Source: an optimization exercise on an open RTL-to-GDS flow (aim: small area and a short achievable clock period). Production flows keep margins and buffers that such runs may drop.
Where RTL was checked, it was by simulation tests only, not by an equivalence proof against the original.
Power and IR drop assume default switching activity.

==> flow/design.v <==
package cam_pkg;
  typedef enum logic [2:0] {
    OP_IDLE       = 3'd0,   
    OP_UPDATE_ALL = 3'd1,   
    OP_SEARCH     = 3'd2,   
    OP_UPDATE_ONE = 3'd3    
  } cam_op_t;
  localparam int LANES  = 16;   
  localparam int LANE_W = 32;   
  localparam int BEAT_W = LANES * LANE_W;
  typedef logic [LANE_W-1:0] lane_t;   
  typedef logic [BEAT_W-1:0] beat_t;   
  localparam lane_t TOPOLOGY_CODE    = 32'd4;     
  localparam lane_t UPDATE_DONE_CODE = 32'd100;   
endpackage
`timescale 1ns/1ns
module cam_control (
  input  logic         aclk,
  input  logic         areset,
  input  logic [2:0]   state,
  input  logic [31:0]  update_num,
  input  logic         s_tvalid,
  input  logic [31:0]  s_lo,
  output logic [3:0]   bank_we,
  output logic         srch_beat,
  output logic         done_pulse,
  output logic         echo_pulse
);
  logic [3:0] ptr;       
  logic       load_beat;
  logic       num_hi0;   
  logic       wrap;
  assign load_beat = s_tvalid && (state == 3'd1);
  assign srch_beat = s_tvalid && (state == 3'd2);
  assign echo_pulse = s_tvalid && (state == 3'd0) && (s_lo == 32'd4);
  assign num_hi0 = (update_num[27:2] == 26'd0);
  assign wrap = ptr[3] ||
                (num_hi0 && ((ptr[0] && update_num[1:0] == 2'd1) ||
                             (ptr[1] && update_num[1:0] == 2'd2) ||
                             (ptr[2] && update_num[1:0] == 2'd3)));
  always_ff @(posedge aclk) begin
    if (areset) begin
      ptr <= 4'b0001;
    end else if (load_beat) begin
      ptr <= wrap ? 4'b0001 : {ptr[2:0], 1'b0};
    end
  end
  assign bank_we    = {4{load_beat}} & ptr;
  assign done_pulse = load_beat && wrap;
endmodule
`timescale 1ns/1ns
module cam_entry_array (
  input  logic         aclk,
  input  logic [3:0]   bank_we,
  input  logic [511:0] wr_data,
  input  logic [31:0]  key,
  output logic [63:0]  hit
);
  for (genvar i = 0; i < 64; i++) begin : g_entry
    logic [31:0] entry_q;
    always_ff @(posedge aclk) begin
      if (bank_we[i / 16]) begin
        entry_q <= wr_data[(i % 16) * 32 +: 32];
      end
    end
    assign hit[i] = (entry_q == key);
  end
endmodule
`timescale 1ns/1ns
module cam_match_encoder (
  input  logic         aclk,
  input  logic         areset,
  input  logic         srch_beat,
  input  logic [63:0]  hit,
  output logic [6:0]   idx,
  output logic         idx_vld
);
  logic        v0;    
  logic        v1;    
  logic [63:0] hit_q;
  logic [6:0]  idx1;
  always_ff @(posedge aclk) begin
    if (areset) begin
      v0      <= 1'b0;
      v1      <= 1'b0;
      idx_vld <= 1'b0;
    end else begin
      v0      <= srch_beat;
      v1      <= v0;
      idx_vld <= v1;
    end
  end
  always_ff @(posedge aclk) begin
    hit_q <= hit;
  end
  logic [6:0] idx_d;
  always_comb begin
    idx_d = 7'h7f;
    for (int i = 63; i >= 0; i--) begin
      if (hit_q[i]) idx_d = 7'(i);
    end
  end
  always_ff @(posedge aclk) begin
    idx1 <= idx_d;
    idx  <= idx1;
  end
endmodule
`timescale 1ns/1ns
module cam_result_stage (
  input  logic           aclk,
  input  logic           areset,
  input  logic [6:0]     idx,
  input  logic           idx_vld,
  input  logic           done_pulse,
  input  logic           echo_pulse,
  input  logic           is_load,     
  input  logic [479:0]   s_hi,
  output logic           m_tvalid,
  output logic [511:0]   m_tdata,
  output logic           update_all_end
);
  logic [6:0]   lo_q;
  logic [479:0] hi_q;
  always_ff @(posedge aclk) begin
    if (areset) begin
      m_tvalid       <= 1'b0;
      update_all_end <= 1'b0;
    end else begin
      m_tvalid       <= idx_vld || done_pulse || echo_pulse;
      update_all_end <= done_pulse;
    end
  end
  always_ff @(posedge aclk) begin
    lo_q <= idx_vld ? idx : (is_load ? 7'd100 : 7'd4);
    hi_q <= s_hi & {480{~(idx_vld | is_load)}};
  end
  assign m_tdata = {hi_q, 25'd0, lo_q};
endmodule
`timescale 1ns/1ns
module cam_search_top #(
  parameter int CAM_SIZE = 64
) (
  input  logic         aclk,
  input  logic         areset,
  input  logic [31:0]  update_num,
  input  logic [2:0]   state,
  input  logic         s_tvalid,
  input  logic [511:0] s_tdata,
  output logic         m_tvalid,
  output logic [511:0] m_tdata,
  output logic         update_all_end
);
  logic [3:0]  bank_we;
  logic        srch_beat;
  logic        done_pulse;
  logic        echo_pulse;
  logic [63:0] hit;
  logic [6:0]  idx;
  logic        idx_vld;
  cam_control u_ctl (
    .aclk       (aclk),
    .areset     (areset),
    .state      (state),
    .update_num (update_num),
    .s_tvalid   (s_tvalid),
    .s_lo       (s_tdata[31:0]),
    .bank_we    (bank_we),
    .srch_beat  (srch_beat),
    .done_pulse (done_pulse),
    .echo_pulse (echo_pulse)
  );
  cam_entry_array u_arr (
    .aclk    (aclk),
    .bank_we (bank_we),
    .wr_data (s_tdata),
    .key     (s_tdata[31:0]),
    .hit     (hit)
  );
  cam_match_encoder u_enc (
    .aclk      (aclk),
    .areset    (areset),
    .srch_beat (srch_beat),
    .hit       (hit),
    .idx       (idx),
    .idx_vld   (idx_vld)
  );
  cam_result_stage u_res (
    .aclk           (aclk),
    .areset         (areset),
    .idx            (idx),
    .idx_vld        (idx_vld),
    .done_pulse     (done_pulse),
    .echo_pulse     (echo_pulse),
    .is_load        (state[0]),
    .s_hi           (s_tdata[511:32]),
    .m_tvalid       (m_tvalid),
    .m_tdata        (m_tdata),
    .update_all_end (update_all_end)
  );
endmodule
clock: 3.6 ns
lec_check: 0
cap_margin: 20
core_margin: 2
core_utilization: 60
setup_slack_margin: 1.5
slew_margin: 20
standard.sh (not shown) runs the stock make flow with config.mk's settings and CLKGATE_MAP_FILE= SYNTH_SCRIPT=/design/flow/synth_recipe.tcl, a recipe that flattens the netlist after the stock synthesis.
==> flow/flow/run.sh <==
#!/bin/bash
# The standard layout with three changes: inputs buffered with buf_1 and
# outputs with buf_4 (instead of the default delay cell), and larger clock
# sink clusters without dummy loads in the clock tree.
set -euo pipefail
W=$(pwd)
export PRE_GLOBAL_PLACE_TCL=$W/flow/pre_gp.tcl
export BUFFER_PORTS_ARGS="-outputs -buffer_cell sky130_fd_sc_hd__buf_4"
export CTS_ARGS="-sink_clustering_enable -repair_clock_nets -sink_clustering_size 25 -sink_clustering_max_diameter 100 -dont_use_dummy_load"
bash standard.sh > $W/standard.log 2>&1
==> flow/flow/pre_gp.tcl <==
# Runs before global placement's own port buffering: buffer the inputs with
# buf_1 here, after the usual removal of synthesis buffers, and make the
# script's later remove_buffers a no-op so these buffers stay. The script's
# own buffer_ports then buffers the outputs only (BUFFER_PORTS_ARGS).
if { $::env(GPL_TIMING_DRIVEN) } {
  remove_buffers
}
buffer_ports -inputs -buffer_cell sky130_fd_sc_hd__buf_1
rename remove_buffers my_flow_remove_buffers
proc remove_buffers {args} {}
The first run went through all stages and came out clean.
Edit:
--- a/flow/design.v
+++ b/flow/design.v
@@ -52,35 +52,41 @@
 module cam_entry_array (
   input  logic         aclk,
   input  logic [3:0]   bank_we,
   input  logic [511:0] wr_data,
   input  logic [31:0]  key,
-  output logic [63:0]  hit
+  output logic [63:0]  hit_lo,
+  output logic [63:0]  hit_hi
 );
   for (genvar i = 0; i < 64; i++) begin : g_entry
     logic [31:0] entry_q;
     always_ff @(posedge aclk) begin
       if (bank_we[i / 16]) begin
         entry_q <= wr_data[(i % 16) * 32 +: 32];
       end
     end
-    assign hit[i] = (entry_q == key);
+    assign hit_lo[i] = (entry_q[15:0]  == key[15:0]);
+    assign hit_hi[i] = (entry_q[31:16] == key[31:16]);
   end
 endmodule
 `timescale 1ns/1ns
 module cam_match_encoder (
   input  logic         aclk,
   input  logic         areset,
   input  logic         srch_beat,
-  input  logic [63:0]  hit,
+  input  logic [63:0]  hit_lo,
+  input  logic [63:0]  hit_hi,
   output logic [6:0]   idx,
   output logic         idx_vld
 );
   logic        v0;    
   logic        v1;    
-  logic [63:0] hit_q;
-  logic [6:0]  idx1;
+  logic [63:0] lo_q;
+  logic [63:0] hi_q;
+  logic [63:0] hit;
+  logic [7:0]  g_any;
+  logic [2:0]  g_loc [8];
   always_ff @(posedge aclk) begin
     if (areset) begin
       v0      <= 1'b0;
       v1      <= 1'b0;
       idx_vld <= 1'b0;
@@ -89,22 +95,36 @@
       v1      <= v0;
       idx_vld <= v1;
     end
   end
   always_ff @(posedge aclk) begin
-    hit_q <= hit;
+    lo_q <= hit_lo;
+    hi_q <= hit_hi;
+  end
+  assign hit = lo_q & hi_q;
+  for (genvar g = 0; g < 8; g++) begin : g_grp
+    logic [2:0] loc;
+    always_comb begin
+      loc = '0;
+      for (int j = 7; j >= 0; j--) begin
+        if (hit[g * 8 + j]) loc = 3'(j);
+      end
+    end
+    always_ff @(posedge aclk) begin
+      g_any[g] <= |hit[g * 8 +: 8];
+      g_loc[g] <= loc;
+    end
   end
   logic [6:0] idx_d;
   always_comb begin
     idx_d = 7'h7f;
-    for (int i = 63; i >= 0; i--) begin
-      if (hit_q[i]) idx_d = 7'(i);
-    end
-  end
-  always_ff @(posedge aclk) begin
-    idx1 <= idx_d;
-    idx  <= idx1;
+    for (int g = 7; g >= 0; g--) begin
+      if (g_any[g]) idx_d = {1'b0, 3'(g), g_loc[g]};
+    end
+  end
+  always_ff @(posedge aclk) begin
+    idx <= idx_d;
   end
 endmodule
 `timescale 1ns/1ns
 module cam_result_stage (
   input  logic           aclk,
@@ -152,11 +172,12 @@
 );
   logic [3:0]  bank_we;
   logic        srch_beat;
   logic        done_pulse;
   logic        echo_pulse;
-  logic [63:0] hit;
+  logic [63:0] hit_lo;
+  logic [63:0] hit_hi;
   logic [6:0]  idx;
   logic        idx_vld;
   cam_control u_ctl (
     .aclk       (aclk),
     .areset     (areset),
@@ -172,17 +193,19 @@
   cam_entry_array u_arr (
     .aclk    (aclk),
     .bank_we (bank_we),
     .wr_data (s_tdata),
     .key     (s_tdata[31:0]),
-    .hit     (hit)
+    .hit_lo  (hit_lo),
+    .hit_hi  (hit_hi)
   );
   cam_match_encoder u_enc (
     .aclk      (aclk),
     .areset    (areset),
     .srch_beat (srch_beat),
-    .hit       (hit),
+    .hit_lo    (hit_lo),
+    .hit_hi    (hit_hi),
     .idx       (idx),
     .idx_vld   (idx_vld)
   );
   cam_result_stage u_res (
     .aclk           (aclk),
The changed run finished with timing, DRC and antenna clean. Worst setup slack is better by 23 ps. Power is higher by about 3.3%. Clock-buffer cell count is higher by 4. Wire length stays flat. Cell area is higher by about 1.7%. Global-route usage is lower by 0.58 points. Maximum frequency is higher by 1.1%. Non-clock buffer count is lower by 8. Register-to-register slack is better by 40 ps. Via count is higher by 1.5%.
Only the layout flow was run in the second run of this note; the RTL was not checked for function there.

-- separate check: timing with driven ports --
Ports are ideal in the flow. The routed layouts listed here were re-timed in OpenROAD. Step 1 sets driving cells, clkbuf_16 on the clock port and buf_2 on the other inputs (assumed; they add their load-dependent delay and slew). Step 2 adds t to the input delays and takes it off the output delays; t is the mean of the earliest and latest rising clock arrival at the registers after step 1. Input paths then give back, and output paths get back, about the clock's delay inside the block. a / b / c = ideal / step 1 / step 2; a / b = the first two.
run	t (ns)	slack for setup (ns)	hold slack, ns	clock arrival spread, ns	worst slew at a driven data input, ns
the first run	0.858	1.459 / 1.460 / 0.670	0.243 / 0.173 / 0.337	0.030 / 0.030	0.21
the second run	0.873	1.482 / 1.465 / 0.644	0.232 / 0.161 / 0.420	0.060 / 0.060	0.22
After both steps setup and hold are still met in every run listed. For the second run, which loses most, drivers alone change the setup slack by -0.017 ns; drivers and shift together by -0.838 ns.
